From an optimization exercise on the open Yosys and OpenROAD flow, aimed at small area, a short achievable clock period and few clock cycles per item; shortcuts taken in it are not production practice. Where RTL was checked, it was by simulation tests only, not by an equivalence proof against the original. For run 2, only the layout was checked, not whether the RTL still works.

==> flow/design.v, too long to show whole: its modules and the start of the top module <==
// module frame_sequencer: 37 lines
// module sample_line: 37 lines
// module booth_enc: 19 lines
// module lms_upd_tree: 668 lines
// module lms_fir_tree: 1873 lines
// module lms_acc_tree: 500 lines
// module output_mixer: 28 lines
// module anc_top: 226 lines
module anc_top (
    input  logic                  clk,
    input  logic                  rstn,
    input  logic                  head_flag,
    input  anc_data_pkg::sample_t buffer_2,
    input  anc_data_pkg::sample_t buffer_3,
    input  anc_data_pkg::sample_t reff,
    output anc_data_pkg::sample_t dout,
    output logic                  busy
);
  // ...
==> flow/run.sh <==
#!/bin/bash
# synth_recipe.tcl (not shown) runs the flow's synth.tcl, then flattens the netlist and writes it again
# the make line also repeats each setting of config.mk as NAME=value (left out here)
make -C /OpenROAD-flow-scripts/flow DESIGN_CONFIG=/design/flow/config.mk WORK_HOME=/design/flow/orfs CLKGATE_MAP_FILE= SYNTH_SCRIPT=/design/flow/synth_recipe.tcl finish
==> flow/config.mk <==
export PLATFORM = sky130hd
export DESIGN_NAME = anc_top
export DESIGN_NICKNAME = anc_top
export VERILOG_FILES = /design/flow/design.v
export SDC_FILE = /design/flow/constraint.sdc
export NUM_CORES = 4
export LEC_CHECK = 0
export CAP_MARGIN = 20
export CORE_MARGIN = 2
export CORE_UTILIZATION = 40
export SLEW_MARGIN = 20
==> flow/constraint.sdc <==
create_clock -name core_clock -period 13.5 [get_ports {clk}]
set_input_delay 2.7000 -clock core_clock [delete_from_list [all_inputs] [get_ports {clk}]]
set_output_delay 2.7000 -clock core_clock [all_outputs]
set_load 0.01 [all_outputs]
==> notes.md, run 1 <==
- Placed Cells: 7640
- Initial antenna violation count: 4
- GRT met1 Usage: 30.8%
- Largest register FFs: 336
- Placed cell area: 0.0646 sq mm
- Register area share after synthesis: 37.8%
- Gr busiest metal: met2
- Critical Path Start: u_sequencer.act[7]
- Multi-In Gates: 3645
- # DRC: 0
- Hold WS: 332 ps
- DIE WIDTH: 398 um
- R2r setup slk: 8310 ps
- Status: finished clean
- Endpoints failing hold: 0
- Vias in the first global route: 44200
- Multi-input logic area: 0.0342 sq mm
- Compound-cell area share of the yosys netlist: 12.8%
- H-tree depth: 3
- Share of the synthesized area in the top cell type: 28.8%
- Critical path's slowest cell: dfrtp_4
- Post-Syn Area: 0.0621 sq mm
- Synth Area in Adders: 23.1%
- CP max stage delay: 850 ps
- Most frequent cells in the layout: inv_1 (808), dfrtp_1 (712), fa_1 (526), a22oi_1 (518), nand2_1 (340)
- Clock network area share: 5.68%
- Critical path type: flip-flop to flip-flop
- Ant. Diodes: 1
- Fin crit period: 5190 ps
Testbench counts, summed over its fixed seeds: cycles 10,288, frames 1,280.
==> module frame_sequencer, before the edit <==
module frame_sequencer (
    input  logic        clk,
    input  logic        rstn,
    input  logic        head_flag,
    output logic        busy,
    output logic [2:0]  ph,
    output logic [11:0] act,
    output logic        g2,
    output logic        g3
);
    logic pend;
    logic go;
    logic start;
    assign go    = (head_flag & ~busy) | pend;
    assign start = go & (ph == 3'd7);
    always_ff @(posedge clk or negedge rstn)
    begin
        if (!rstn)
        begin
            ph   <= '0;
            act  <= '0;
            pend <= 1'b0;
            busy <= 1'b0;
            g2   <= 1'b0;
            g3   <= 1'b0;
        end
        else
        begin
            ph   <= ph + 3'd1;
            act  <= {act[10:0], start};
            pend <= go & ~start;
            busy <= (go & ~start) | start | (|act[5:0]);
            g2   <= start | (|act[2:0]);
            g3   <= |act[6:3];
        end
    end
endmodule
==> module sample_line, before the edit <==
module sample_line (
    input  logic                  clk,
    input  logic                  rstn,
    input  anc_data_pkg::sample_t reff,
    input  anc_data_pkg::sample_t buffer_2,
    input  anc_data_pkg::sample_t buffer_3,
    input  logic                  cap_ref,
    input  logic                  cap_prim,
    input  logic                  shift_en,
    output logic [8*14-1:0]       line,
    output anc_data_pkg::sample_t rnew,
    output anc_data_pkg::sample_t prim_2,
    output anc_data_pkg::sample_t prim_3
);
    always_ff @(posedge clk or negedge rstn)
    begin
        if (!rstn)
        begin
            line   <= '0;
            rnew   <= '0;
            prim_2 <= '0;
            prim_3 <= '0;
        end
        else
        begin
            if (cap_ref)
                rnew <= reff;
            if (shift_en)
                line <= {line[7*14-1:0], rnew};
            if (cap_prim)
            begin
                prim_2 <= buffer_2;
                prim_3 <= buffer_3;
            end
        end
    end
endmodule
==> module anc_top, before the edit <==
module anc_top (
    input  logic                  clk,
    input  logic                  rstn,
    input  logic                  head_flag,
    input  anc_data_pkg::sample_t buffer_2,
    input  anc_data_pkg::sample_t buffer_3,
    input  anc_data_pkg::sample_t reff,
    output anc_data_pkg::sample_t dout,
    output logic                  busy
);
    localparam int AW = anc_data_pkg::ACC_BITS;
    logic [2:0]  ph;
    logic [11:0] act;
    logic        g2, g3;
    frame_sequencer u_sequencer (
        .clk       (clk),
        .rstn      (rstn),
        .head_flag (head_flag),
        .busy      (busy),
        .ph        (ph),
        .act       (act),
        .g2        (g2),
        .g3        (g3)
    );
    logic [8*14-1:0]       line;
    anc_data_pkg::sample_t rnew;
    anc_data_pkg::sample_t prim_2;
    anc_data_pkg::sample_t prim_3;
    sample_line u_sample_line (
        .clk      (clk),
        .rstn     (rstn),
        .reff     (reff),
        .buffer_2 (buffer_2),
        .buffer_3 (buffer_3),
        .cap_ref  (act[0]),
        .cap_prim (act[6]),
        .shift_en (act[7]),
        .line     (line),
        .rnew     (rnew),
        .prim_2   (prim_2),
        .prim_3   (prim_3)
    );
    logic [13:0] xl [8];
    always_comb
    begin
        for (int i = 0; i < 8; i++)
            xl[i] = line[i*14 +: 14];
    end
    logic [13:0] xn_l [8];
    logic [1:0]  uj_n, fj_n;
    logic        upost_n;
    logic        uen_n;
    logic [13:0] ux0_n, ux1_n, fx0_n, fx1_n;
    always_comb
    begin
        for (int i = 0; i < 8; i++)
            xn_l[i] = xl[i];
        if (act[7])
        begin
            xn_l[0] = rnew;
            for (int i = 1; i < 8; i++)
                xn_l[i] = xl[i-1];
        end
    end
    assign uj_n    = ph[1:0] + 2'd1;     
    assign fj_n    = ph[1:0] + 2'd3;     
    assign upost_n = act[7] | act[8];    
    assign uen_n   = 1'b1;
    always_comb
    begin
        case (uj_n)
            2'd0: begin ux0_n = xn_l[0]; ux1_n = xn_l[1]; end
            2'd1: begin ux0_n = xn_l[2]; ux1_n = xn_l[3]; end
            2'd2: begin ux0_n = xn_l[4]; ux1_n = xn_l[5]; end
            default: begin ux0_n = xn_l[6]; ux1_n = xn_l[7]; end
        endcase
        case (fj_n)
            2'd0: begin fx0_n = rnew;    fx1_n = xn_l[0]; end
            2'd1: begin fx0_n = xn_l[1]; fx1_n = xn_l[2]; end
            2'd2: begin
                if (upost_n) begin fx0_n = xn_l[4]; fx1_n = xn_l[5]; end
                else         begin fx0_n = xn_l[3]; fx1_n = xn_l[4]; end
            end
            default: begin
                if (upost_n) begin fx0_n = xn_l[6]; fx1_n = xn_l[7]; end
                else         begin fx0_n = xn_l[5]; fx1_n = xn_l[6]; end
            end
        endcase
    end
    logic [6:0] ua_n_n, ua_o_n, ua_t_n, ub_n_n, ub_o_n, ub_t_n;
    logic [6:0] fa_n_n, fa_o_n, fa_t_n, fb_n_n, fb_o_n, fb_t_n;
    logic [6:0] ua_n, ua_o, ua_t, ub_n, ub_o, ub_t;
    logic [6:0] fa_n, fa_o, fa_t, fb_n, fb_o, fb_t;
    booth_enc u_enc_ua (.en(uen_n), .x(ux0_n), .n(ua_n_n), .o(ua_o_n), .t(ua_t_n));
    booth_enc u_enc_ub (.en(uen_n), .x(ux1_n), .n(ub_n_n), .o(ub_o_n), .t(ub_t_n));
    booth_enc u_enc_fa (.en(1'b1),  .x(fx0_n), .n(fa_n_n), .o(fa_o_n), .t(fa_t_n));
    booth_enc u_enc_fb (.en(1'b1),  .x(fx1_n), .n(fb_n_n), .o(fb_o_n), .t(fb_t_n));
    always_ff @(posedge clk)
    begin
        ua_n <= ua_n_n; ua_o <= ua_o_n; ua_t <= ua_t_n;
        ub_n <= ub_n_n; ub_o <= ub_o_n; ub_t <= ub_t_n;
        fa_n <= fa_n_n; fa_o <= fa_o_n; fa_t <= fa_t_n;
        fb_n <= fb_n_n; fb_o <= fb_o_n; fb_t <= fb_t_n;
    end
    logic [47:0] q [7];           
    logic [33:0] upd_s [2];       
    logic [33:0] upd_c [2];
    anc_data_pkg::err_t e_2, e_3;
    logic [14:0] e_sel;
    logic [33:0] us0, uc0, us1, uc1;
    assign e_sel = ({15{g2}} & e_2) | ({15{g3}} & e_3);
    lms_upd_tree u_upd0 (.w(q[6][23:0]),  .e(e_sel), .xn(ua_n), .x1(ua_o), .x2(ua_t), .s(us0), .c(uc0));
    lms_upd_tree u_upd1 (.w(q[6][47:24]), .e(e_sel), .xn(ub_n), .x1(ub_o), .x2(ub_t), .s(us1), .c(uc1));
    logic [33:0] wsum0, wsum1;
    assign wsum0 = upd_s[0] + upd_c[0];
    assign wsum1 = upd_s[1] + upd_c[1];
    always_ff @(posedge clk or negedge rstn)
    begin
        if (!rstn)
        begin
            for (int i = 0; i < 7; i++)
                q[i] <= '0;
            upd_s[0] <= '0;
            upd_c[0] <= '0;
            upd_s[1] <= '0;
            upd_c[1] <= '0;
        end
        else
        begin
            upd_s[0] <= us0;
            upd_c[0] <= uc0;
            upd_s[1] <= us1;
            upd_c[1] <= uc1;
            q[0] <= {wsum1[33:10], wsum0[33:10]};
            for (int i = 1; i < 7; i++)
                q[i] <= q[i-1];
        end
    end
    logic [AW-1:0] f0, f1, f2, fr0, fr1, fr2, acc_s, acc_c, a_s, a_c, n_s, n_c;
    logic          fresh;
    lms_fir_tree u_fir (
        .w0(q[0][23:0]),  .an(fa_n), .a1(fa_o), .a2(fa_t),
        .w1(q[0][47:24]), .bn(fb_n), .b1(fb_o), .b2(fb_t),
        .r0(f0), .r1(f1), .r2(f2)
    );
    assign fresh = act[3] | act[7];
    assign a_s   = fresh ? '0 : acc_s;
    assign a_c   = fresh ? '0 : acc_c;
    lms_acc_tree u_acc (.r0(fr0), .r1(fr1), .r2(fr2), .s(a_s), .c(a_c), .so(n_s), .co(n_c));
    always_ff @(posedge clk)
    begin
        fr0   <= f0;
        fr1   <= f1;
        fr2   <= f2;
        acc_s <= n_s;
        acc_c <= n_c;
    end
    logic [AW-1:0]         acc;
    logic signed [AW-13:0] yv;
    logic                  sat_hi, sat_lo;
    anc_data_pkg::sample_t y_new;
    anc_data_pkg::sample_t y_2, y_3;
    anc_data_pkg::sample_t p_sel;
    anc_data_pkg::err_t    e_new, e_hi, e_lo;
    logic [AW-1:0]         ep, es, ec, esum;
    assign acc    = acc_s + acc_c;
    assign yv     = acc[AW-1:12];
    assign sat_hi = ~yv[AW-13] & (|yv[AW-14:13]);
    assign sat_lo =  yv[AW-13] & ~(&yv[AW-14:13]);
    always_comb
    begin
        if (sat_hi)
            y_new = anc_data_pkg::sample_t'(anc_data_pkg::SAMPLE_MAX);
        else if (sat_lo)
            y_new = anc_data_pkg::sample_t'(anc_data_pkg::SAMPLE_MIN);
        else
            y_new = yv[13:0];
    end
    assign p_sel = act[7] ? prim_2 : prim_3;
    assign e_hi  = anc_data_pkg::err_t'(p_sel) - anc_data_pkg::err_t'(anc_data_pkg::SAMPLE_MAX);
    assign e_lo  = anc_data_pkg::err_t'(p_sel) - anc_data_pkg::err_t'(anc_data_pkg::SAMPLE_MIN);
    assign ep   = {{(AW-26){p_sel[13]}}, p_sel, 12'hfff};
    assign es   = ep ^ ~acc_s ^ ~acc_c;
    assign ec   = {((ep[AW-2:0] & ~acc_s[AW-2:0]) | (ep[AW-2:0] & ~acc_c[AW-2:0]) | (~acc_s[AW-2:0] & ~acc_c[AW-2:0])), 1'b0};
    assign esum = es + ec + AW'(2);
    always_comb
    begin
        if (sat_hi)
            e_new = e_hi;
        else if (sat_lo)
            e_new = e_lo;
        else
            e_new = esum[26:12];
    end
    always_ff @(posedge clk or negedge rstn)
    begin
        if (!rstn)
        begin
            y_2 <= '0;
            y_3 <= '0;
            e_2 <= '0;
            e_3 <= '0;
        end
        else
        begin
            if (act[7])
            begin
                y_2 <= y_new;
                e_2 <= e_new;
            end
            if (act[11])
            begin
                y_3 <= y_new;
                e_3 <= e_new;
            end
        end
    end
    output_mixer u_output_mixer (
        .clk  (clk),
        .rstn (rstn),
        .load (act[6]),
        .y_2  (y_2),
        .y_3  (y_3),
        .dout (dout)
    );
endmodule
==> inputs of run 2 (changes only) <==
--- a/flow/design.v
+++ b/flow/design.v
@@ -22,11 +22,17 @@
     output logic [2:0]  ph,
     output logic [11:0] act,
     output logic        g2,
-    output logic        g3
+    output logic        g3,
+    output logic        fresh,
+    output logic        armed,
+    output logic [4:0]  su,
+    output logic [4:0]  sf
 );
     logic pend;
     logic go;
     logic start;
+    logic [1:0] pu;
+    assign pu    = ph[1:0] + 2'd2;
     assign go    = (head_flag & ~busy) | pend;
     assign start = go & (ph == 3'd7);
     always_ff @(posedge clk or negedge rstn)
@@ -39,6 +45,10 @@
             busy <= 1'b0;
             g2   <= 1'b0;
             g3   <= 1'b0;
+            fresh <= 1'b0;
+            armed <= 1'b0;
+            su    <= '0;
+            sf    <= '0;
         end
         else
         begin
@@ -48,6 +58,11 @@
             busy <= (go & ~start) | start | (|act[5:0]);
             g2   <= start | (|act[2:0]);
             g3   <= |act[6:3];
+            fresh <= act[2] | act[6];
+            armed <= armed | (ph == 3'd7);
+            su <= {pu == 2'd3, pu == 2'd2, pu == 2'd1, (pu == 2'd0) & ~act[6], (pu == 2'd0) & act[6]};
+            sf <= {(ph[1:0] == 2'd3) & act[7], (ph[1:0] == 2'd3) & ~act[7],
+                   ph[1:0] == 2'd2, ph[1:0] == 2'd1, ph[1:0] == 2'd0};
         end
     end
 endmodule
@@ -63,30 +78,27 @@
     input  logic                  shift_en,
     output logic [8*14-1:0]       line,
     output anc_data_pkg::sample_t rnew,
-    output anc_data_pkg::sample_t prim_2,
-    output anc_data_pkg::sample_t prim_3
+    output anc_data_pkg::sample_t p_cur
 );
+    anc_data_pkg::sample_t p3_hold;
     always_ff @(posedge clk or negedge rstn)
     begin
         if (!rstn)
+            line <= '0;
+        else if (shift_en)
+            line <= {line[7*14-1:0], rnew};
+    end
+    always_ff @(posedge clk)
+    begin
+        if (cap_ref)
+            rnew <= reff;
+        if (cap_prim)
         begin
-            line   <= '0;
-            rnew   <= '0;
-            prim_2 <= '0;
-            prim_3 <= '0;
-        end
-        else
-        begin
-            if (cap_ref)
-                rnew <= reff;
-            if (shift_en)
-                line <= {line[7*14-1:0], rnew};
-            if (cap_prim)
-            begin
-                prim_2 <= buffer_2;
-                prim_3 <= buffer_3;
-            end
+            p_cur   <= buffer_2;
+            p3_hold <= buffer_3;
         end
+        else if (shift_en)
+            p_cur <= p3_hold;
     end
 endmodule
 module booth_enc (
@@ -2654,8 +2666,7 @@
     input  logic [40:0] r0,
     input  logic [40:0] r1,
     input  logic [40:0] r2,
-    input  logic [40:0] s,
-    input  logic [40:0] c,
+    input  logic [40:0] a,
     output logic [40:0] so,
     output logic [40:0] co
 );
@@ -2821,334 +2832,170 @@
     logic a_159;
     logic a_160;
     logic a_161;
-    logic a_162;
-    logic a_163;
-    logic a_164;
-    logic a_165;
-    logic a_166;
-    logic a_167;
-    logic a_168;
-    logic a_169;
-    logic a_170;
-    logic a_171;
-    logic a_172;
-    logic a_173;
-    logic a_174;
-    logic a_175;
-    logic a_176;
-    logic a_177;
-    logic a_178;
-    logic a_179;
-    logic a_180;
-    logic a_181;
-    logic a_182;
-    logic a_183;
-    logic a_184;
-    logic a_185;
-    logic a_186;
-    logic a_187;
-    logic a_188;
-    logic a_189;
-    logic a_190;
-    logic a_191;
-    logic a_192;
-    logic a_193;
-    logic a_194;
-    logic a_195;
-    logic a_196;
-    logic a_197;
-    logic a_198;
-    logic a_199;
-    logic a_200;
-    logic a_201;
-    logic a_202;
-    logic a_203;
-    logic a_204;
-    logic a_205;
-    logic a_206;
-    logic a_207;
-    logic a_208;
-    logic a_209;
-    logic a_210;
-    logic a_211;
-    logic a_212;
-    logic a_213;
-    logic a_214;
-    logic a_215;
-    logic a_216;
-    logic a_217;
-    logic a_218;
-    logic a_219;
-    logic a_220;
-    logic a_221;
-    logic a_222;
-    logic a_223;
-    logic a_224;
-    logic a_225;
-    logic a_226;
-    logic a_227;
-    logic a_228;
-    logic a_229;
-    logic a_230;
-    logic a_231;
-    logic a_232;
-    logic a_233;
-    logic a_234;
-    logic a_235;
-    logic a_236;
-    logic a_237;
-    logic a_238;
-    logic a_239;
-    logic a_240;
-    logic a_241;
-    logic a_242;
-    logic a_243;
     assign a_0 = r0[0] ^ r1[0] ^ r2[0];
     assign a_1 = (r0[0] & r1[0]) | (r0[0] & r2[0]) | (r1[0] & r2[0]);
-    assign a_2 = s[0] ^ c[0];
-    assign a_3 = s[0] & c[0];
-    assign a_4 = r0[1] ^ r1[1] ^ r2[1];
-    assign a_5 = (r0[1] & r1[1]) | (r0[1] & r2[1]) | (r1[1] & r2[1]);
-    assign a_6 = s[1] ^ c[1] ^ a_1;
-    assign a_7 = (s[1] & c[1]) | (s[1] & a_1) | (c[1] & a_1);
-    assign a_8 = a_3 ^ a_4;
-    assign a_9 = a_3 & a_4;
-    assign a_10 = r0[2] ^ r1[2] ^ r2[2];
-    assign a_11 = (r0[2] & r1[2]) | (r0[2] & r2[2]) | (r1[2] & r2[2]);
-    assign a_12 = s[2] ^ c[2] ^ a_5;
-    assign a_13 = (s[2] & c[2]) | (s[2] & a_5) | (c[2] & a_5);
-    assign a_14 = a_10 ^ a_7 ^ a_9;
-    assign a_15 = (a_10 & a_7) | (a_10 & a_9) | (a_7 & a_9);
-    assign a_16 = r0[3] ^ r1[3] ^ r2[3];
-    assign a_17 = (r0[3] & r1[3]) | (r0[3] & r2[3]) | (r1[3] & r2[3]);
-    assign a_18 = s[3] ^ c[3] ^ a_11;
-    assign a_19 = (s[3] & c[3]) | (s[3] & a_11) | (c[3] & a_11);
-    assign a_20 = a_16 ^ a_13 ^ a_18;
-    assign a_21 = (a_16 & a_13) | (a_16 & a_18) | (a_13 & a_18);
-    assign a_22 = r0[4] ^ r1[4] ^ r2[4];
-    assign a_23 = (r0[4] & r1[4]) | (r0[4] & r2[4]) | (r1[4] & r2[4]);
-    assign a_24 = s[4] ^ c[4] ^ a_17;
-    assign a_25 = (s[4] & c[4]) | (s[4] & a_17) | (c[4] & a_17);
-    assign a_26 = a_22 ^ a_19 ^ a_24;
-    assign a_27 = (a_22 & a_19) | (a_22 & a_24) | (a_19 & a_24);
-    assign a_28 = r0[5] ^ r1[5] ^ r2[5];
-    assign a_29 = (r0[5] & r1[5]) | (r0[5] & r2[5]) | (r1[5] & r2[5]);
-    assign a_30 = s[5] ^ c[5] ^ a_23;
-    assign a_31 = (s[5] & c[5]) | (s[5] & a_23) | (c[5] & a_23);
-    assign a_32 = a_28 ^ a_25 ^ a_30;
-    assign a_33 = (a_28 & a_25) | (a_28 & a_30) | (a_25 & a_30);
-    assign a_34 = r0[6] ^ r1[6] ^ r2[6];
-    assign a_35 = (r0[6] & r1[6]) | (r0[6] & r2[6]) | (r1[6] & r2[6]);
-    assign a_36 = s[6] ^ c[6] ^ a_29;
-    assign a_37 = (s[6] & c[6]) | (s[6] & a_29) | (c[6] & a_29);
-    assign a_38 = a_34 ^ a_31 ^ a_36;
-    assign a_39 = (a_34 & a_31) | (a_34 & a_36) | (a_31 & a_36);
-    assign a_40 = r0[7] ^ r1[7] ^ r2[7];
-    assign a_41 = (r0[7] & r1[7]) | (r0[7] & r2[7]) | (r1[7] & r2[7]);
-    assign a_42 = s[7] ^ c[7] ^ a_35;
-    assign a_43 = (s[7] & c[7]) | (s[7] & a_35) | (c[7] & a_35);
-    assign a_44 = a_40 ^ a_37 ^ a_42;
-    assign a_45 = (a_40 & a_37) | (a_40 & a_42) | (a_37 & a_42);
-    assign a_46 = r0[8] ^ r1[8] ^ r2[8];
-    assign a_47 = (r0[8] & r1[8]) | (r0[8] & r2[8]) | (r1[8] & r2[8]);
-    assign a_48 = s[8] ^ c[8] ^ a_41;
-    assign a_49 = (s[8] & c[8]) | (s[8] & a_41) | (c[8] & a_41);
-    assign a_50 = a_46 ^ a_43 ^ a_48;
-    assign a_51 = (a_46 & a_43) | (a_46 & a_48) | (a_43 & a_48);
-    assign a_52 = r0[9] ^ r1[9] ^ r2[9];
-    assign a_53 = (r0[9] & r1[9]) | (r0[9] & r2[9]) | (r1[9] & r2[9]);
-    assign a_54 = s[9] ^ c[9] ^ a_47;
-    assign a_55 = (s[9] & c[9]) | (s[9] & a_47) | (c[9] & a_47);
-    assign a_56 = a_52 ^ a_49 ^ a_54;
-    assign a_57 = (a_52 & a_49) | (a_52 & a_54) | (a_49 & a_54);
-    assign a_58 = r0[10] ^ r1[10] ^ r2[10];
-    assign a_59 = (r0[10] & r1[10]) | (r0[10] & r2[10]) | (r1[10] & r2[10]);
-    assign a_60 = s[10] ^ c[10] ^ a_53;
-    assign a_61 = (s[10] & c[10]) | (s[10] & a_53) | (c[10] & a_53);
-    assign a_62 = a_58 ^ a_55 ^ a_60;
-    assign a_63 = (a_58 & a_55) | (a_58 & a_60) | (a_55 & a_60);
-    assign a_64 = r0[11] ^ r1[11] ^ r2[11];
-    assign a_65 = (r0[11] & r1[11]) | (r0[11] & r2[11]) | (r1[11] & r2[11]);
-    assign a_66 = s[11] ^ c[11] ^ a_59;
-    assign a_67 = (s[11] & c[11]) | (s[11] & a_59) | (c[11] & a_59);
-    assign a_68 = a_64 ^ a_61 ^ a_66;
-    assign a_69 = (a_64 & a_61) | (a_64 & a_66) | (a_61 & a_66);
-    assign a_70 = r0[12] ^ r1[12] ^ r2[12];
-    assign a_71 = (r0[12] & r1[12]) | (r0[12] & r2[12]) | (r1[12] & r2[12]);
-    assign a_72 = s[12] ^ c[12] ^ a_65;
-    assign a_73 = (s[12] & c[12]) | (s[12] & a_65) | (c[12] & a_65);
-    assign a_74 = a_70 ^ a_67 ^ a_72;
-    assign a_75 = (a_70 & a_67) | (a_70 & a_72) | (a_67 & a_72);
-    assign a_76 = r0[13] ^ r1[13] ^ r2[13];
-    assign a_77 = (r0[13] & r1[13]) | (r0[13] & r2[13]) | (r1[13] & r2[13]);
-    assign a_78 = s[13] ^ c[13] ^ a_71;
-    assign a_79 = (s[13] & c[13]) | (s[13] & a_71) | (c[13] & a_71);
-    assign a_80 = a_76 ^ a_73 ^ a_78;
-    assign a_81 = (a_76 & a_73) | (a_76 & a_78) | (a_73 & a_78);
-    assign a_82 = r0[14] ^ r1[14] ^ r2[14];
-    assign a_83 = (r0[14] & r1[14]) | (r0[14] & r2[14]) | (r1[14] & r2[14]);
-    assign a_84 = s[14] ^ c[14] ^ a_77;
-    assign a_85 = (s[14] & c[14]) | (s[14] & a_77) | (c[14] & a_77);
-    assign a_86 = a_82 ^ a_79 ^ a_84;
-    assign a_87 = (a_82 & a_79) | (a_82 & a_84) | (a_79 & a_84);
-    assign a_88 = r0[15] ^ r1[15] ^ r2[15];
-    assign a_89 = (r0[15] & r1[15]) | (r0[15] & r2[15]) | (r1[15] & r2[15]);
-    assign a_90 = s[15] ^ c[15] ^ a_83;
-    assign a_91 = (s[15] & c[15]) | (s[15] & a_83) | (c[15] & a_83);
-    assign a_92 = a_88 ^ a_85 ^ a_90;
-    assign a_93 = (a_88 & a_85) | (a_88 & a_90) | (a_85 & a_90);
-    assign a_94 = r0[16] ^ r1[16] ^ r2[16];
-    assign a_95 = (r0[16] & r1[16]) | (r0[16] & r2[16]) | (r1[16] & r2[16]);
-    assign a_96 = s[16] ^ c[16] ^ a_89;
-    assign a_97 = (s[16] & c[16]) | (s[16] & a_89) | (c[16] & a_89);
-    assign a_98 = a_94 ^ a_91 ^ a_96;
-    assign a_99 = (a_94 & a_91) | (a_94 & a_96) | (a_91 & a_96);
-    assign a_100 = r0[17] ^ r1[17] ^ r2[17];
-    assign a_101 = (r0[17] & r1[17]) | (r0[17] & r2[17]) | (r1[17] & r2[17]);
-    assign a_102 = s[17] ^ c[17] ^ a_95;
-    assign a_103 = (s[17] & c[17]) | (s[17] & a_95) | (c[17] & a_95);
-    assign a_104 = a_100 ^ a_97 ^ a_102;
-    assign a_105 = (a_100 & a_97) | (a_100 & a_102) | (a_97 & a_102);
-    assign a_106 = r0[18] ^ r1[18] ^ r2[18];
-    assign a_107 = (r0[18] & r1[18]) | (r0[18] & r2[18]) | (r1[18] & r2[18]);
-    assign a_108 = s[18] ^ c[18] ^ a_101;
-    assign a_109 = (s[18] & c[18]) | (s[18] & a_101) | (c[18] & a_101);
-    assign a_110 = a_106 ^ a_103 ^ a_108;
-    assign a_111 = (a_106 & a_103) | (a_106 & a_108) | (a_103 & a_108);
-    assign a_112 = r0[19] ^ r1[19] ^ r2[19];
-    assign a_113 = (r0[19] & r1[19]) | (r0[19] & r2[19]) | (r1[19] & r2[19]);
-    assign a_114 = s[19] ^ c[19] ^ a_107;
-    assign a_115 = (s[19] & c[19]) | (s[19] & a_107) | (c[19] & a_107);
-    assign a_116 = a_112 ^ a_109 ^ a_114;
-    assign a_117 = (a_112 & a_109) | (a_112 & a_114) | (a_109 & a_114);
-    assign a_118 = r0[20] ^ r1[20] ^ r2[20];
-    assign a_119 = (r0[20] & r1[20]) | (r0[20] & r2[20]) | (r1[20] & r2[20]);
-    assign a_120 = s[20] ^ c[20] ^ a_113;
-    assign a_121 = (s[20] & c[20]) | (s[20] & a_113) | (c[20] & a_113);
-    assign a_122 = a_118 ^ a_115 ^ a_120;
-    assign a_123 = (a_118 & a_115) | (a_118 & a_120) | (a_115 & a_120);
-    assign a_124 = r0[21] ^ r1[21] ^ r2[21];
-    assign a_125 = (r0[21] & r1[21]) | (r0[21] & r2[21]) | (r1[21] & r2[21]);
-    assign a_126 = s[21] ^ c[21] ^ a_119;
-    assign a_127 = (s[21] & c[21]) | (s[21] & a_119) | (c[21] & a_119);
-    assign a_128 = a_124 ^ a_121 ^ a_126;
-    assign a_129 = (a_124 & a_121) | (a_124 & a_126) | (a_121 & a_126);
-    assign a_130 = r0[22] ^ r1[22] ^ r2[22];
-    assign a_131 = (r0[22] & r1[22]) | (r0[22] & r2[22]) | (r1[22] & r2[22]);
-    assign a_132 = s[22] ^ c[22] ^ a_125;
-    assign a_133 = (s[22] & c[22]) | (s[22] & a_125) | (c[22] & a_125);
-    assign a_134 = a_130 ^ a_127 ^ a_132;
-    assign a_135 = (a_130 & a_127) | (a_130 & a_132) | (a_127 & a_132);
-    assign a_136 = r0[23] ^ r1[23] ^ r2[23];
-    assign a_137 = (r0[23] & r1[23]) | (r0[23] & r2[23]) | (r1[23] & r2[23]);
-    assign a_138 = s[23] ^ c[23] ^ a_131;
-    assign a_139 = (s[23] & c[23]) | (s[23] & a_131) | (c[23] & a_131);
-    assign a_140 = a_136 ^ a_133 ^ a_138;
-    assign a_141 = (a_136 & a_133) | (a_136 & a_138) | (a_133 & a_138);
-    assign a_142 = r0[24] ^ r1[24] ^ r2[24];
-    assign a_143 = (r0[24] & r1[24]) | (r0[24] & r2[24]) | (r1[24] & r2[24]);
-    assign a_144 = s[24] ^ c[24] ^ a_137;
-    assign a_145 = (s[24] & c[24]) | (s[24] & a_137) | (c[24] & a_137);
-    assign a_146 = a_142 ^ a_139 ^ a_144;
-    assign a_147 = (a_142 & a_139) | (a_142 & a_144) | (a_139 & a_144);
-    assign a_148 = r0[25] ^ r1[25] ^ r2[25];
-    assign a_149 = (r0[25] & r1[25]) | (r0[25] & r2[25]) | (r1[25] & r2[25]);
-    assign a_150 = s[25] ^ c[25] ^ a_143;
-    assign a_151 = (s[25] & c[25]) | (s[25] & a_143) | (c[25] & a_143);
-    assign a_152 = a_148 ^ a_145 ^ a_150;
-    assign a_153 = (a_148 & a_145) | (a_148 & a_150) | (a_145 & a_150);
-    assign a_154 = r0[26] ^ r1[26] ^ r2[26];
-    assign a_155 = (r0[26] & r1[26]) | (r0[26] & r2[26]) | (r1[26] & r2[26]);
-    assign a_156 = s[26] ^ c[26] ^ a_149;
-    assign a_157 = (s[26] & c[26]) | (s[26] & a_149) | (c[26] & a_149);
-    assign a_158 = a_154 ^ a_151 ^ a_156;
-    assign a_159 = (a_154 & a_151) | (a_154 & a_156) | (a_151 & a_156);
-    assign a_160 = r0[27] ^ r1[27] ^ r2[27];
-    assign a_161 = (r0[27] & r1[27]) | (r0[27] & r2[27]) | (r1[27] & r2[27]);
-    assign a_162 = s[27] ^ c[27] ^ a_155;
-    assign a_163 = (s[27] & c[27]) | (s[27] & a_155) | (c[27] & a_155);
-    assign a_164 = a_160 ^ a_157 ^ a_162;
-    assign a_165 = (a_160 & a_157) | (a_160 & a_162) | (a_157 & a_162);
-    assign a_166 = r0[28] ^ r1[28] ^ r2[28];
-    assign a_167 = (r0[28] & r1[28]) | (r0[28] & r2[28]) | (r1[28] & r2[28]);
-    assign a_168 = s[28] ^ c[28] ^ a_161;
-    assign a_169 = (s[28] & c[28]) | (s[28] & a_161) | (c[28] & a_161);
-    assign a_170 = a_166 ^ a_163 ^ a_168;
-    assign a_171 = (a_166 & a_163) | (a_166 & a_168) | (a_163 & a_168);
-    assign a_172 = r0[29] ^ r1[29] ^ r2[29];
-    assign a_173 = (r0[29] & r1[29]) | (r0[29] & r2[29]) | (r1[29] & r2[29]);
-    assign a_174 = s[29] ^ c[29] ^ a_167;
-    assign a_175 = (s[29] & c[29]) | (s[29] & a_167) | (c[29] & a_167);
-    assign a_176 = a_172 ^ a_169 ^ a_174;
-    assign a_177 = (a_172 & a_169) | (a_172 & a_174) | (a_169 & a_174);
-    assign a_178 = r0[30] ^ r1[30] ^ r2[30];
-    assign a_179 = (r0[30] & r1[30]) | (r0[30] & r2[30]) | (r1[30] & r2[30]);
-    assign a_180 = s[30] ^ c[30] ^ a_173;
-    assign a_181 = (s[30] & c[30]) | (s[30] & a_173) | (c[30] & a_173);
-    assign a_182 = a_178 ^ a_175 ^ a_180;
-    assign a_183 = (a_178 & a_175) | (a_178 & a_180) | (a_175 & a_180);
-    assign a_184 = r0[31] ^ r1[31] ^ r2[31];
-    assign a_185 = (r0[31] & r1[31]) | (r0[31] & r2[31]) | (r1[31] & r2[31]);
-    assign a_186 = s[31] ^ c[31] ^ a_179;
-    assign a_187 = (s[31] & c[31]) | (s[31] & a_179) | (c[31] & a_179);
-    assign a_188 = a_184 ^ a_181 ^ a_186;
-    assign a_189 = (a_184 & a_181) | (a_184 & a_186) | (a_181 & a_186);
-    assign a_190 = r0[32] ^ r1[32] ^ r2[32];
-    assign a_191 = (r0[32] & r1[32]) | (r0[32] & r2[32]) | (r1[32] & r2[32]);
-    assign a_192 = s[32] ^ c[32] ^ a_185;
-    assign a_193 = (s[32] & c[32]) | (s[32] & a_185) | (c[32] & a_185);
-    assign a_194 = a_190 ^ a_187 ^ a_192;
-    assign a_195 = (a_190 & a_187) | (a_190 & a_192) | (a_187 & a_192);
-    assign a_196 = r0[33] ^ r1[33] ^ r2[33];
-    assign a_197 = (r0[33] & r1[33]) | (r0[33] & r2[33]) | (r1[33] & r2[33]);
-    assign a_198 = s[33] ^ c[33] ^ a_191;
-    assign a_199 = (s[33] & c[33]) | (s[33] & a_191) | (c[33] & a_191);
-    assign a_200 = a_196 ^ a_193 ^ a_198;
-    assign a_201 = (a_196 & a_193) | (a_196 & a_198) | (a_193 & a_198);
-    assign a_202 = r0[34] ^ r1[34] ^ r2[34];
-    assign a_203 = (r0[34] & r1[34]) | (r0[34] & r2[34]) | (r1[34] & r2[34]);
-    assign a_204 = s[34] ^ c[34] ^ a_197;
-    assign a_205 = (s[34] & c[34]) | (s[34] & a_197) | (c[34] & a_197);
-    assign a_206 = a_202 ^ a_199 ^ a_204;
-    assign a_207 = (a_202 & a_199) | (a_202 & a_204) | (a_199 & a_204);
-    assign a_208 = r0[35] ^ r1[35] ^ r2[35];
-    assign a_209 = (r0[35] & r1[35]) | (r0[35] & r2[35]) | (r1[35] & r2[35]);
-    assign a_210 = s[35] ^ c[35] ^ a_203;
-    assign a_211 = (s[35] & c[35]) | (s[35] & a_203) | (c[35] & a_203);
-    assign a_212 = a_208 ^ a_205 ^ a_210;
-    assign a_213 = (a_208 & a_205) | (a_208 & a_210) | (a_205 & a_210);
-    assign a_214 = r0[36] ^ r1[36] ^ r2[36];
-    assign a_215 = (r0[36] & r1[36]) | (r0[36] & r2[36]) | (r1[36] & r2[36]);
-    assign a_216 = s[36] ^ c[36] ^ a_209;
-    assign a_217 = (s[36] & c[36]) | (s[36] & a_209) | (c[36] & a_209);
-    assign a_218 = a_214 ^ a_211 ^ a_216;
-    assign a_219 = (a_214 & a_211) | (a_214 & a_216) | (a_211 & a_216);
-    assign a_220 = r0[37] ^ r1[37] ^ r2[37];
-    assign a_221 = (r0[37] & r1[37]) | (r0[37] & r2[37]) | (r1[37] & r2[37]);
-    assign a_222 = s[37] ^ c[37] ^ a_215;
-    assign a_223 = (s[37] & c[37]) | (s[37] & a_215) | (c[37] & a_215);
-    assign a_224 = a_220 ^ a_217 ^ a_222;
-    assign a_225 = (a_220 & a_217) | (a_220 & a_222) | (a_217 & a_222);
-    assign a_226 = r0[38] ^ r1[38] ^ r2[38];
-    assign a_227 = (r0[38] & r1[38]) | (r0[38] & r2[38]) | (r1[38] & r2[38]);
-    assign a_228 = s[38] ^ c[38] ^ a_221;
-    assign a_229 = (s[38] & c[38]) | (s[38] & a_221) | (c[38] & a_221);
-    assign a_230 = a_226 ^ a_223 ^ a_228;
-    assign a_231 = (a_226 & a_223) | (a_226 & a_228) | (a_223 & a_228);
-    assign a_232 = r0[39] ^ r1[39] ^ r2[39];
-    assign a_233 = (r0[39] & r1[39]) | (r0[39] & r2[39]) | (r1[39] & r2[39]);
-    assign a_234 = s[39] ^ c[39] ^ a_227;
-    assign a_235 = (s[39] & c[39]) | (s[39] & a_227) | (c[39] & a_227);
-    assign a_236 = a_232 ^ a_229 ^ a_234;
-    assign a_237 = (a_232 & a_229) | (a_232 & a_234) | (a_229 & a_234);
-    assign a_238 = r0[40] ^ r1[40] ^ r2[40];
-    assign a_239 = (r0[40] & r1[40]) | (r0[40] & r2[40]) | (r1[40] & r2[40]);
-    assign a_240 = s[40] ^ c[40] ^ a_233;
-    assign a_241 = (s[40] & c[40]) | (s[40] & a_233) | (c[40] & a_233);
-    assign a_242 = a_238 ^ a_235 ^ a_240;
-    assign a_243 = (a_238 & a_235) | (a_238 & a_240) | (a_235 & a_240);
-    assign so = {a_237, a_231, a_225, a_219, a_213, a_207, a_201, a_195, a_189, a_183, a_177, a_171, a_165, a_159, a_153, a_147, a_141, a_135, a_129, a_123, a_117, a_111, a_105, a_99, a_93, a_87, a_81, a_75, a_69, a_63, a_57, a_51, a_45, a_39, a_33, a_27, a_21, a_15, a_12, a_6, a_0};
-    assign co = {a_242, a_236, a_230, a_224, a_218, a_212, a_206, a_200, a_194, a_188, a_182, a_176, a_170, a_164, a_158, a_152, a_146, a_140, a_134, a_128, a_122, a_116, a_110, a_104, a_98, a_92, a_86, a_80, a_74, a_68, a_62, a_56, a_50, a_44, a_38, a_32, a_26, a_20, a_14, a_8, a_2};
+    assign a_2 = r0[1] ^ r1[1] ^ r2[1];
+    assign a_3 = (r0[1] & r1[1]) | (r0[1] & r2[1]) | (r1[1] & r2[1]);
+    assign a_4 = a[1] ^ a_1;
+    assign a_5 = a[1] & a_1;
+    assign a_6 = r0[2] ^ r1[2] ^ r2[2];
+    assign a_7 = (r0[2] & r1[2]) | (r0[2] & r2[2]) | (r1[2] & r2[2]);
+    assign a_8 = a[2] ^ a_3 ^ a_6;
+    assign a_9 = (a[2] & a_3) | (a[2] & a_6) | (a_3 & a_6);
+    assign a_10 = r0[3] ^ r1[3] ^ r2[3];
+    assign a_11 = (r0[3] & r1[3]) | (r0[3] & r2[3]) | (r1[3] & r2[3]);
+    assign a_12 = a[3] ^ a_7 ^ a_10;
+    assign a_13 = (a[3] & a_7) | (a[3] & a_10) | (a_7 & a_10);
+    assign a_14 = r0[4] ^ r1[4] ^ r2[4];
+    assign a_15 = (r0[4] & r1[4]) | (r0[4] & r2[4]) | (r1[4] & r2[4]);
+    assign a_16 = a[4] ^ a_11 ^ a_14;
+    assign a_17 = (a[4] & a_11) | (a[4] & a_14) | (a_11 & a_14);
+    assign a_18 = r0[5] ^ r1[5] ^ r2[5];
+    assign a_19 = (r0[5] & r1[5]) | (r0[5] & r2[5]) | (r1[5] & r2[5]);
+    assign a_20 = a[5] ^ a_15 ^ a_18;
+    assign a_21 = (a[5] & a_15) | (a[5] & a_18) | (a_15 & a_18);
+    assign a_22 = r0[6] ^ r1[6] ^ r2[6];
+    assign a_23 = (r0[6] & r1[6]) | (r0[6] & r2[6]) | (r1[6] & r2[6]);
+    assign a_24 = a[6] ^ a_19 ^ a_22;
+    assign a_25 = (a[6] & a_19) | (a[6] & a_22) | (a_19 & a_22);
+    assign a_26 = r0[7] ^ r1[7] ^ r2[7];
+    assign a_27 = (r0[7] & r1[7]) | (r0[7] & r2[7]) | (r1[7] & r2[7]);
+    assign a_28 = a[7] ^ a_23 ^ a_26;
+    assign a_29 = (a[7] & a_23) | (a[7] & a_26) | (a_23 & a_26);
+    assign a_30 = r0[8] ^ r1[8] ^ r2[8];
+    assign a_31 = (r0[8] & r1[8]) | (r0[8] & r2[8]) | (r1[8] & r2[8]);
+    assign a_32 = a[8] ^ a_27 ^ a_30;
+    assign a_33 = (a[8] & a_27) | (a[8] & a_30) | (a_27 & a_30);
+    assign a_34 = r0[9] ^ r1[9] ^ r2[9];
+    assign a_35 = (r0[9] & r1[9]) | (r0[9] & r2[9]) | (r1[9] & r2[9]);
+    assign a_36 = a[9] ^ a_31 ^ a_34;
+    assign a_37 = (a[9] & a_31) | (a[9] & a_34) | (a_31 & a_34);
+    assign a_38 = r0[10] ^ r1[10] ^ r2[10];
+    assign a_39 = (r0[10] & r1[10]) | (r0[10] & r2[10]) | (r1[10] & r2[10]);
+    assign a_40 = a[10] ^ a_35 ^ a_38;
+    assign a_41 = (a[10] & a_35) | (a[10] & a_38) | (a_35 & a_38);
+    assign a_42 = r0[11] ^ r1[11] ^ r2[11];
+    assign a_43 = (r0[11] & r1[11]) | (r0[11] & r2[11]) | (r1[11] & r2[11]);
+    assign a_44 = a[11] ^ a_39 ^ a_42;
+    assign a_45 = (a[11] & a_39) | (a[11] & a_42) | (a_39 & a_42);
+    assign a_46 = r0[12] ^ r1[12] ^ r2[12];
+    assign a_47 = (r0[12] & r1[12]) | (r0[12] & r2[12]) | (r1[12] & r2[12]);
+    assign a_48 = a[12] ^ a_43 ^ a_46;
+    assign a_49 = (a[12] & a_43) | (a[12] & a_46) | (a_43 & a_46);
+    assign a_50 = r0[13] ^ r1[13] ^ r2[13];
+    assign a_51 = (r0[13] & r1[13]) | (r0[13] & r2[13]) | (r1[13] & r2[13]);
+    assign a_52 = a[13] ^ a_47 ^ a_50;
+    assign a_53 = (a[13] & a_47) | (a[13] & a_50) | (a_47 & a_50);
+    assign a_54 = r0[14] ^ r1[14] ^ r2[14];
+    assign a_55 = (r0[14] & r1[14]) | (r0[14] & r2[14]) | (r1[14] & r2[14]);
+    assign a_56 = a[14] ^ a_51 ^ a_54;
+    assign a_57 = (a[14] & a_51) | (a[14] & a_54) | (a_51 & a_54);
+    assign a_58 = r0[15] ^ r1[15] ^ r2[15];
+    assign a_59 = (r0[15] & r1[15]) | (r0[15] & r2[15]) | (r1[15] & r2[15]);
+    assign a_60 = a[15] ^ a_55 ^ a_58;
+    assign a_61 = (a[15] & a_55) | (a[15] & a_58) | (a_55 & a_58);
+    assign a_62 = r0[16] ^ r1[16] ^ r2[16];
+    assign a_63 = (r0[16] & r1[16]) | (r0[16] & r2[16]) | (r1[16] & r2[16]);
+    assign a_64 = a[16] ^ a_59 ^ a_62;
+    assign a_65 = (a[16] & a_59) | (a[16] & a_62) | (a_59 & a_62);
+    assign a_66 = r0[17] ^ r1[17] ^ r2[17];
+    assign a_67 = (r0[17] & r1[17]) | (r0[17] & r2[17]) | (r1[17] & r2[17]);
+    assign a_68 = a[17] ^ a_63 ^ a_66;
+    assign a_69 = (a[17] & a_63) | (a[17] & a_66) | (a_63 & a_66);
+    assign a_70 = r0[18] ^ r1[18] ^ r2[18];
+    assign a_71 = (r0[18] & r1[18]) | (r0[18] & r2[18]) | (r1[18] & r2[18]);
+    assign a_72 = a[18] ^ a_67 ^ a_70;
+    assign a_73 = (a[18] & a_67) | (a[18] & a_70) | (a_67 & a_70);
+    assign a_74 = r0[19] ^ r1[19] ^ r2[19];
+    assign a_75 = (r0[19] & r1[19]) | (r0[19] & r2[19]) | (r1[19] & r2[19]);
+    assign a_76 = a[19] ^ a_71 ^ a_74;
+    assign a_77 = (a[19] & a_71) | (a[19] & a_74) | (a_71 & a_74);
+    assign a_78 = r0[20] ^ r1[20] ^ r2[20];
+    assign a_79 = (r0[20] & r1[20]) | (r0[20] & r2[20]) | (r1[20] & r2[20]);
+    assign a_80 = a[20] ^ a_75 ^ a_78;
+    assign a_81 = (a[20] & a_75) | (a[20] & a_78) | (a_75 & a_78);
+    assign a_82 = r0[21] ^ r1[21] ^ r2[21];
+    assign a_83 = (r0[21] & r1[21]) | (r0[21] & r2[21]) | (r1[21] & r2[21]);
+    assign a_84 = a[21] ^ a_79 ^ a_82;
+    assign a_85 = (a[21] & a_79) | (a[21] & a_82) | (a_79 & a_82);
+    assign a_86 = r0[22] ^ r1[22] ^ r2[22];
+    assign a_87 = (r0[22] & r1[22]) | (r0[22] & r2[22]) | (r1[22] & r2[22]);
+    assign a_88 = a[22] ^ a_83 ^ a_86;
+    assign a_89 = (a[22] & a_83) | (a[22] & a_86) | (a_83 & a_86);
+    assign a_90 = r0[23] ^ r1[23] ^ r2[23];
+    assign a_91 = (r0[23] & r1[23]) | (r0[23] & r2[23]) | (r1[23] & r2[23]);
+    assign a_92 = a[23] ^ a_87 ^ a_90;
+    assign a_93 = (a[23] & a_87) | (a[23] & a_90) | (a_87 & a_90);
+    assign a_94 = r0[24] ^ r1[24] ^ r2[24];
+    assign a_95 = (r0[24] & r1[24]) | (r0[24] & r2[24]) | (r1[24] & r2[24]);
+    assign a_96 = a[24] ^ a_91 ^ a_94;
+    assign a_97 = (a[24] & a_91) | (a[24] & a_94) | (a_91 & a_94);
+    assign a_98 = r0[25] ^ r1[25] ^ r2[25];
+    assign a_99 = (r0[25] & r1[25]) | (r0[25] & r2[25]) | (r1[25] & r2[25]);
+    assign a_100 = a[25] ^ a_95 ^ a_98;
+    assign a_101 = (a[25] & a_95) | (a[25] & a_98) | (a_95 & a_98);
+    assign a_102 = r0[26] ^ r1[26] ^ r2[26];
+    assign a_103 = (r0[26] & r1[26]) | (r0[26] & r2[26]) | (r1[26] & r2[26]);
+    assign a_104 = a[26] ^ a_99 ^ a_102;
+    assign a_105 = (a[26] & a_99) | (a[26] & a_102) | (a_99 & a_102);
+    assign a_106 = r0[27] ^ r1[27] ^ r2[27];
+    assign a_107 = (r0[27] & r1[27]) | (r0[27] & r2[27]) | (r1[27] & r2[27]);
+    assign a_108 = a[27] ^ a_103 ^ a_106;
+    assign a_109 = (a[27] & a_103) | (a[27] & a_106) | (a_103 & a_106);
+    assign a_110 = r0[28] ^ r1[28] ^ r2[28];
+    assign a_111 = (r0[28] & r1[28]) | (r0[28] & r2[28]) | (r1[28] & r2[28]);
+    assign a_112 = a[28] ^ a_107 ^ a_110;
+    assign a_113 = (a[28] & a_107) | (a[28] & a_110) | (a_107 & a_110);
+    assign a_114 = r0[29] ^ r1[29] ^ r2[29];
+    assign a_115 = (r0[29] & r1[29]) | (r0[29] & r2[29]) | (r1[29] & r2[29]);
+    assign a_116 = a[29] ^ a_111 ^ a_114;
+    assign a_117 = (a[29] & a_111) | (a[29] & a_114) | (a_111 & a_114);
+    assign a_118 = r0[30] ^ r1[30] ^ r2[30];
+    assign a_119 = (r0[30] & r1[30]) | (r0[30] & r2[30]) | (r1[30] & r2[30]);
+    assign a_120 = a[30] ^ a_115 ^ a_118;
+    assign a_121 = (a[30] & a_115) | (a[30] & a_118) | (a_115 & a_118);
+    assign a_122 = r0[31] ^ r1[31] ^ r2[31];
+    assign a_123 = (r0[31] & r1[31]) | (r0[31] & r2[31]) | (r1[31] & r2[31]);
+    assign a_124 = a[31] ^ a_119 ^ a_122;
+    assign a_125 = (a[31] & a_119) | (a[31] & a_122) | (a_119 & a_122);
+    assign a_126 = r0[32] ^ r1[32] ^ r2[32];
+    assign a_127 = (r0[32] & r1[32]) | (r0[32] & r2[32]) | (r1[32] & r2[32]);
+    assign a_128 = a[32] ^ a_123 ^ a_126;
+    assign a_129 = (a[32] & a_123) | (a[32] & a_126) | (a_123 & a_126);
+    assign a_130 = r0[33] ^ r1[33] ^ r2[33];
+    assign a_131 = (r0[33] & r1[33]) | (r0[33] & r2[33]) | (r1[33] & r2[33]);
+    assign a_132 = a[33] ^ a_127 ^ a_130;
+    assign a_133 = (a[33] & a_127) | (a[33] & a_130) | (a_127 & a_130);
+    assign a_134 = r0[34] ^ r1[34] ^ r2[34];
+    assign a_135 = (r0[34] & r1[34]) | (r0[34] & r2[34]) | (r1[34] & r2[34]);
+    assign a_136 = a[34] ^ a_131 ^ a_134;
+    assign a_137 = (a[34] & a_131) | (a[34] & a_134) | (a_131 & a_134);
+    assign a_138 = r0[35] ^ r1[35] ^ r2[35];
+    assign a_139 = (r0[35] & r1[35]) | (r0[35] & r2[35]) | (r1[35] & r2[35]);
+    assign a_140 = a[35] ^ a_135 ^ a_138;
+    assign a_141 = (a[35] & a_135) | (a[35] & a_138) | (a_135 & a_138);
+    assign a_142 = r0[36] ^ r1[36] ^ r2[36];
+    assign a_143 = (r0[36] & r1[36]) | (r0[36] & r2[36]) | (r1[36] & r2[36]);
+    assign a_144 = a[36] ^ a_139 ^ a_142;
+    assign a_145 = (a[36] & a_139) | (a[36] & a_142) | (a_139 & a_142);
+    assign a_146 = r0[37] ^ r1[37] ^ r2[37];
+    assign a_147 = (r0[37] & r1[37]) | (r0[37] & r2[37]) | (r1[37] & r2[37]);
+    assign a_148 = a[37] ^ a_143 ^ a_146;
+    assign a_149 = (a[37] & a_143) | (a[37] & a_146) | (a_143 & a_146);
+    assign a_150 = r0[38] ^ r1[38] ^ r2[38];
+    assign a_151 = (r0[38] & r1[38]) | (r0[38] & r2[38]) | (r1[38] & r2[38]);
+    assign a_152 = a[38] ^ a_147 ^ a_150;
+    assign a_153 = (a[38] & a_147) | (a[38] & a_150) | (a_147 & a_150);
+    assign a_154 = r0[39] ^ r1[39] ^ r2[39];
+    assign a_155 = (r0[39] & r1[39]) | (r0[39] & r2[39]) | (r1[39] & r2[39]);
+    assign a_156 = a[39] ^ a_151 ^ a_154;
+    assign a_157 = (a[39] & a_151) | (a[39] & a_154) | (a_151 & a_154);
+    assign a_158 = r0[40] ^ r1[40] ^ r2[40];
+    assign a_159 = (r0[40] & r1[40]) | (r0[40] & r2[40]) | (r1[40] & r2[40]);
+    assign a_160 = a[40] ^ a_155 ^ a_158;
+    assign a_161 = (a[40] & a_155) | (a[40] & a_158) | (a_155 & a_158);
+    assign so = {a_157, a_153, a_149, a_145, a_141, a_137, a_133, a_129, a_125, a_121, a_117, a_113, a_109, a_105, a_101, a_97, a_93, a_89, a_85, a_81, a_77, a_73, a_69, a_65, a_61, a_57, a_53, a_49, a_45, a_41, a_37, a_33, a_29, a_25, a_21, a_17, a_13, a_9, a_5, a_2, a[0]};
+    assign co = {a_160, a_156, a_152, a_148, a_144, a_140, a_136, a_132, a_128, a_124, a_120, a_116, a_112, a_108, a_104, a_100, a_96, a_92, a_88, a_84, a_80, a_76, a_72, a_68, a_64, a_60, a_56, a_52, a_48, a_44, a_40, a_36, a_32, a_28, a_24, a_20, a_16, a_12, a_8, a_4, a_0};
 endmodule
 `timescale 1ns/1ps
 module output_mixer (
@@ -3194,6 +3041,9 @@
     logic [2:0]  ph;
     logic [11:0] act;
     logic        g2, g3;
+    logic        fresh;
+    logic        armed;
+    logic [4:0]  su, sf;
     frame_sequencer u_sequencer (
         .clk       (clk),
         .rstn      (rstn),
@@ -3202,12 +3052,15 @@
         .ph        (ph),
         .act       (act),
         .g2        (g2),
-        .g3        (g3)
+        .g3        (g3),
+        .fresh     (fresh),
+        .armed     (armed),
+        .su        (su),
+        .sf        (sf)
     );
     logic [8*14-1:0]       line;
     anc_data_pkg::sample_t rnew;
-    anc_data_pkg::sample_t prim_2;
-    anc_data_pkg::sample_t prim_3;
+    anc_data_pkg::sample_t p_sel;
     sample_line u_sample_line (
         .clk      (clk),
         .rstn     (rstn),
@@ -3219,8 +3072,7 @@
         .shift_en (act[7]),
         .line     (line),
         .rnew     (rnew),
-        .prim_2   (prim_2),
-        .prim_3   (prim_3)
+        .p_cur    (p_sel)
     );
     logic [13:0] xl [8];
     always_comb
@@ -3228,46 +3080,19 @@
         for (int i = 0; i < 8; i++)
             xl[i] = line[i*14 +: 14];
     end
-    logic [13:0] xn_l [8];
-    logic [1:0]  uj_n, fj_n;
-    logic        upost_n;
-    logic        uen_n;
     logic [13:0] ux0_n, ux1_n, fx0_n, fx1_n;
+    logic        uen_n;
+    assign uen_n = 1'b1;
     always_comb
     begin
-        for (int i = 0; i < 8; i++)
-            xn_l[i] = xl[i];
-        if (act[7])
-        begin
-            xn_l[0] = rnew;
-            for (int i = 1; i < 8; i++)
-                xn_l[i] = xl[i-1];
-        end
-    end
-    assign uj_n    = ph[1:0] + 2'd1;     
-    assign fj_n    = ph[1:0] + 2'd3;     
-    assign upost_n = act[7] | act[8];    
-    assign uen_n   = 1'b1;
-    always_comb
-    begin
-        case (uj_n)
-            2'd0: begin ux0_n = xn_l[0]; ux1_n = xn_l[1]; end
-            2'd1: begin ux0_n = xn_l[2]; ux1_n = xn_l[3]; end
-            2'd2: begin ux0_n = xn_l[4]; ux1_n = xn_l[5]; end
-            default: begin ux0_n = xn_l[6]; ux1_n = xn_l[7]; end
-        endcase
-        case (fj_n)
-            2'd0: begin fx0_n = rnew;    fx1_n = xn_l[0]; end
-            2'd1: begin fx0_n = xn_l[1]; fx1_n = xn_l[2]; end
-            2'd2: begin
-                if (upost_n) begin fx0_n = xn_l[4]; fx1_n = xn_l[5]; end
-                else         begin fx0_n = xn_l[3]; fx1_n = xn_l[4]; end
-            end
-            default: begin
-                if (upost_n) begin fx0_n = xn_l[6]; fx1_n = xn_l[7]; end
-                else         begin fx0_n = xn_l[5]; fx1_n = xn_l[6]; end
-            end
-        endcase
+        ux0_n = ({14{su[0]}} & rnew)  | ({14{su[1]}} & xl[0]) | ({14{su[2]}} & xl[2]) |
+                ({14{su[3]}} & xl[4]) | ({14{su[4]}} & xl[6]);
+        ux1_n = ({14{su[0]}} & xl[0]) | ({14{su[1]}} & xl[1]) | ({14{su[2]}} & xl[3]) |
+                ({14{su[3]}} & xl[5]) | ({14{su[4]}} & xl[7]);
+        fx0_n = ({14{sf[0]}} & rnew)  | ({14{sf[1]}} & xl[1]) | ({14{sf[2]}} & xl[3]) |
+                ({14{sf[3]}} & xl[5]) | ({14{sf[4]}} & xl[6]);
+        fx1_n = ({14{sf[0]}} & xl[0]) | ({14{sf[1]}} & xl[2]) | ({14{sf[2]}} & xl[4]) |
+                ({14{sf[3]}} & xl[6]) | ({14{sf[4]}} & xl[7]);
     end
     logic [6:0] ua_n_n, ua_o_n, ua_t_n, ub_n_n, ub_o_n, ub_t_n;
     logic [6:0] fa_n_n, fa_o_n, fa_t_n, fb_n_n, fb_o_n, fb_t_n;
@@ -3285,67 +3110,56 @@
         fb_n <= fb_n_n; fb_o <= fb_o_n; fb_t <= fb_t_n;
     end
     logic [47:0] q [7];           
-    logic [33:0] upd_s [2];       
-    logic [33:0] upd_c [2];
+    logic [23:0] upd_s [2];       
+    logic [23:0] upd_c [2];       
+    logic        upd_k [2];
     anc_data_pkg::err_t e_2, e_3;
     logic [14:0] e_sel;
     logic [33:0] us0, uc0, us1, uc1;
+    logic [10:0] lo0, lo1;
     assign e_sel = ({15{g2}} & e_2) | ({15{g3}} & e_3);
     lms_upd_tree u_upd0 (.w(q[6][23:0]),  .e(e_sel), .xn(ua_n), .x1(ua_o), .x2(ua_t), .s(us0), .c(uc0));
     lms_upd_tree u_upd1 (.w(q[6][47:24]), .e(e_sel), .xn(ub_n), .x1(ub_o), .x2(ub_t), .s(us1), .c(uc1));
-    logic [33:0] wsum0, wsum1;
-    assign wsum0 = upd_s[0] + upd_c[0];
-    assign wsum1 = upd_s[1] + upd_c[1];
-    always_ff @(posedge clk or negedge rstn)
+    assign lo0 = {1'b0, us0[9:0]} + {1'b0, uc0[9:0]};
+    assign lo1 = {1'b0, us1[9:0]} + {1'b0, uc1[9:0]};
+    logic [24:0] wsum0, wsum1;
+    assign wsum0 = {upd_s[0], 1'b1} + {upd_c[0], upd_k[0]};
+    assign wsum1 = {upd_s[1], 1'b1} + {upd_c[1], upd_k[1]};
+    always_ff @(posedge clk)
     begin
-        if (!rstn)
-        begin
-            for (int i = 0; i < 7; i++)
-                q[i] <= '0;
-            upd_s[0] <= '0;
-            upd_c[0] <= '0;
-            upd_s[1] <= '0;
-            upd_c[1] <= '0;
-        end
-        else
-        begin
-            upd_s[0] <= us0;
-            upd_c[0] <= uc0;
-            upd_s[1] <= us1;
-            upd_c[1] <= uc1;
-            q[0] <= {wsum1[33:10], wsum0[33:10]};
-            for (int i = 1; i < 7; i++)
-                q[i] <= q[i-1];
-        end
+        upd_s[0] <= us0[33:10];
+        upd_c[0] <= uc0[33:10];
+        upd_k[0] <= lo0[10];
+        upd_s[1] <= us1[33:10];
+        upd_c[1] <= uc1[33:10];
+        upd_k[1] <= lo1[10];
+    end
+    always_ff @(posedge clk)
+    begin
+        q[0] <= armed ? {wsum1[24:1], wsum0[24:1]} : 48'd0;
+        for (int i = 1; i < 7; i++)
+            q[i] <= q[i-1];
     end
-    logic [AW-1:0] f0, f1, f2, fr0, fr1, fr2, acc_s, acc_c, a_s, a_c, n_s, n_c;
-    logic          fresh;
+    logic [AW-1:0] f0, f1, f2, fr0, fr1, fr2, acc, a_in, n_s, n_c;
     lms_fir_tree u_fir (
         .w0(q[0][23:0]),  .an(fa_n), .a1(fa_o), .a2(fa_t),
         .w1(q[0][47:24]), .bn(fb_n), .b1(fb_o), .b2(fb_t),
         .r0(f0), .r1(f1), .r2(f2)
     );
-    assign fresh = act[3] | act[7];
-    assign a_s   = fresh ? '0 : acc_s;
-    assign a_c   = fresh ? '0 : acc_c;
-    lms_acc_tree u_acc (.r0(fr0), .r1(fr1), .r2(fr2), .s(a_s), .c(a_c), .so(n_s), .co(n_c));
+    assign a_in = fresh ? '0 : acc;
+    lms_acc_tree u_acc (.r0(fr0), .r1(fr1), .r2(fr2), .a(a_in), .so(n_s), .co(n_c));
     always_ff @(posedge clk)
     begin
-        fr0   <= f0;
-        fr1   <= f1;
-        fr2   <= f2;
-        acc_s <= n_s;
-        acc_c <= n_c;
+        fr0 <= f0;
+        fr1 <= f1;
+        fr2 <= f2;
+        acc <= n_s + n_c;
     end
-    logic [AW-1:0]         acc;
     logic signed [AW-13:0] yv;
     logic                  sat_hi, sat_lo;
     anc_data_pkg::sample_t y_new;
     anc_data_pkg::sample_t y_2, y_3;
-    anc_data_pkg::sample_t p_sel;
-    anc_data_pkg::err_t    e_new, e_hi, e_lo;
-    logic [AW-1:0]         ep, es, ec, esum;
-    assign acc    = acc_s + acc_c;
+    anc_data_pkg::err_t    e_new, e_hi, e_lo, e_mid;
     assign yv     = acc[AW-1:12];
     assign sat_hi = ~yv[AW-13] & (|yv[AW-14:13]);
     assign sat_lo =  yv[AW-13] & ~(&yv[AW-14:13]);
@@ -3358,13 +3172,9 @@
         else
             y_new = yv[13:0];
     end
-    assign p_sel = act[7] ? prim_2 : prim_3;
     assign e_hi  = anc_data_pkg::err_t'(p_sel) - anc_data_pkg::err_t'(anc_data_pkg::SAMPLE_MAX);
     assign e_lo  = anc_data_pkg::err_t'(p_sel) - anc_data_pkg::err_t'(anc_data_pkg::SAMPLE_MIN);
-    assign ep   = {{(AW-26){p_sel[13]}}, p_sel, 12'hfff};
-    assign es   = ep ^ ~acc_s ^ ~acc_c;
-    assign ec   = {((ep[AW-2:0] & ~acc_s[AW-2:0]) | (ep[AW-2:0] & ~acc_c[AW-2:0]) | (~acc_s[AW-2:0] & ~acc_c[AW-2:0])), 1'b0};
-    assign esum = es + ec + AW'(2);
+    assign e_mid = anc_data_pkg::err_t'(p_sel) - anc_data_pkg::err_t'($signed(yv[13:0]));
     always_comb
     begin
         if (sat_hi)
@@ -3372,7 +3182,7 @@
         else if (sat_lo)
             e_new = e_lo;
         else
-            e_new = esum[26:12];
+            e_new = e_mid;
     end
     always_ff @(posedge clk or negedge rstn)
     begin
==> run 2 against run 1 <==
- clock skew is 16 ps higher
- cell count shrank 13%
- still clean on timing, DRC and antenna
- worst hold slack got worse by 34 ps
- setup slack improved by 780 ps
- utilization up 0.23 points
- design area fell by 13%
- sequential cell count fell by 67
- critical path depth fell by 5
- count of clock-buffer cells in the layout down 2
- register-to-register slack gained 780 ps
==> notes.md, run 2 <==
- Status: finished clean (unchanged)
- Origin of the critical flop-to-flop path: fr0[5] (was u_sequencer.act[7])
- Post-CTS Resized: 0 (unchanged)
- DIE WIDTH: 372 um (was 398 um)
- # setup viols final: 0 (unchanged)
- GRT overflow: 0 (unchanged)
- R2r setup slk: 9090 ps (was 8310 ps)
- HPWL after detailed placement: 102000 um (was 118000 um)
- Most frequent cells in the layout: dfxtp_1 (670), a22oi_1 (568), inv_1 (539), fa_1 (478), xor2_1 (348) (was inv_1 (808), dfrtp_1 (712), fa_1 (526), a22oi_1 (518), nand2_1 (340))
- Initial drt markers: 3575 (was 4238)
- CP endpoint kind: flip-flop (unchanged)
- CP max FO: 4 (was 60)
- F_max: 227 MHz (was 193 MHz)
- Placed cell area: 0.0563 sq mm (was 0.0646 sq mm)
- M2 GR Usage: 34.0% (was 32.9%)
- # DRC: 0 (unchanged)
- Data required time of the worst path: 14160 ps (was 14070 ps)
- # IOs: 60 (unchanged)
- Hold/Removal Path Class: flip-flop to flip-flop (unchanged)
- Sink Count: 926 (was 993)
- RR Endpoint: acc[40] (was e_2[12])
- Endpoints failing hold: 0 (unchanged)
- GRT met1 Usage: 29.6% (was 30.8%)
- H-tree depth: 3 (unchanged)
- Worst Clk Skew: 55.6 ps (was 39.3 ps)
- Final instance area: 0.0597 sq mm (was 0.0685 sq mm)
- Setup tns final: 0 ps (unchanged)
- # port buffers: 59 (unchanged)
- CTS root buf: clkbuf_16 (unchanged)
- Hold buffer count at cts: 0 (unchanged)
- Final WL: 148000 um (was 169000 um)
- Largest buffer count on any clock path: 3 (unchanged)
- RSZ-0062 raised after global routing: no (unchanged)
- Fin crit period: 4410 ps (was 5190 ps)
- Register area share after synthesis: 37.0% (was 37.8%)
- Synth async-reset ratio: 23.0% (was 72.0%)
- Largest register FFs: 336 (unchanged)
- Core area: 0.134 sq mm (was 0.154 sq mm)
- Final Cycle Share: 32.7% (was 38.4%)
- Area growth syn-to-layout: 10.4% (was 10.3%)
- Routed length per placed instance: 21.8 um (was 21.6 um)
- Critical Path Start: fr0[5] (was u_sequencer.act[7])
- Number of synthesized flops with an enable pin: 42 (was 0)
- Vias in the first global route: 38600 (was 44200)
- Cell accounting for the most synthesized area: dfxtp_1 (was dfrtp_1)
- M3 GR Usage: 5.36% (was 4.32%)
- Post-Syn Area: 0.0541 sq mm (was 0.0621 sq mm)
- Nets: 5706 (was 6577)
- Share of the synthesized area in the top cell type: 24.8% (was 28.8%)
- Post-CTS setup buffers: 0 (unchanged)
- Synth Instances: 5037 (was 5830)
- Gr busiest metal: met2 (unchanged)
- Mean Syn Cell Area: 10.7 sq um (about the same)
- Clock slew at reported path FFs: 60 ps (about the same)
- Vias: 37400 (was 42900)
- Initial antenna violation count: 7 (was 4)
- Ant. Diodes: 0 (was 1)
- Syn_nets: 5799 (was 6704)
- Die Ht: 372 um (was 398 um)
- Rel. slew slack: 16.1% (was 22.8%)
- Critical path type: flip-flop to flip-flop (unchanged)
- Slew @ Worst Pin: 1260 ps (was 1140 ps)
- Most flop-heavy register: q (unchanged)
[run 2: worst max-delay path, cell delays in order, from the launching register on]
cell and delay, ps:
dfxtp_1 320, fa_1 510, fa_1 490, ha_1 360
a21oi_1 270, nor3b_1 870, a211o_1 270, a21oi_1 90
o21a_1 200, o32a_1 430, a21oi_1 230, nor3_1 90
nor3_1 210
[run 2: final cells by class]
cell class / instances / area [sq um] / share of cell area [%]
well taps: 1768 / 2210 / 3.70
clock buffers: 137 / 2790 / 4.67
flip-flops and latches: 926 / 20000 / 33.5
inverters: 540 / 2030 / 3.39
repair buffers: 146 / 1250 / 2.09
clock inverters: 41 / 652 / 1.09
multi-input cells: 3234 / 30800 / 51.5
[run 2: how the worst min path moves through the flow]
stage,slack [ps],end,startpoint,cells after the start
after floorplan,310,q[2][0],q[1][0],0
after global placement,310,q[2][24],q[1][24],0
after detailed placement,310,q[2][11],q[1][11],0
after CTS,300,q[4][18],q[3][18],0
after global routing,310,q[2][30],q[1][30],0
final,300,q[4][29],q[3][29],0
[run 2: through the flow]
stage | setup slack (ps) | instances | utilization [%] | hold WS, ps
detailed placement | 8400 | 6614 | 42.1 | 312
global route | 8840 | 6792 | 44.6 | 307
CTS | 9060 | 6792 | 44.6 | 295
finish | 9090 | 6792 | 44.6 | 297
global placement | 8490 | 6613 | 42.1 | 310
floorplan | 9620 | 5037 | - | 310
[run 2: cells by family after synthesis]
group / after synthesis / share of synthesized area [%]
mux: 172 / 3.57
compound gates: 1081 / 14.2
flops: 926 / 37.0
xor+xnor: 653 / 10.6
simple gates: 611 / 5.29
buf+inv: 877 / 6.12
fa+ha+maj: 717 / 23.2
[run 2: layer usage]
metal	vias to the layer above	part of all wire, %
met5	-	0.0095
met2	1526	45
met1	18700	43
met4	2	2.7
li1	16800	-
met3	342	8.9

==> static timing again, ports no longer ideal <==
In the flow no input, the clock included, has a driving cell. The finished layouts below were timed again as built, in two steps. Step 1 assumes that a clkbuf_16 drives the clock port and a buf_2 every other input. Step 2, shift: input delay + t, output delay - t, t = (earliest + latest rising clock arrival at the registers) / 2. This alone moves slack from input paths to output paths. Three values: ideal, step 1, step 2; two values: the first two.
run | shift t [ns] | slack for setup (ns) | slew at the worst register clock pin (ns) | worst data-port slew with drivers (ns)
run 1 | 0.812 | 8.313 / 8.313 / 8.313 | 0.07 / 0.07 | 0.05
run 2 | 0.799 | 9.089 / 9.044 / 8.747 | 0.07 / 0.07 | 0.07
After both steps every run listed still meets setup and hold. The setup slack of run 2, which loses most, moves by -0.045 ns with the drivers and by -0.342 ns with both steps. The worst setup slack also covers recovery checks on asynchronous resets.
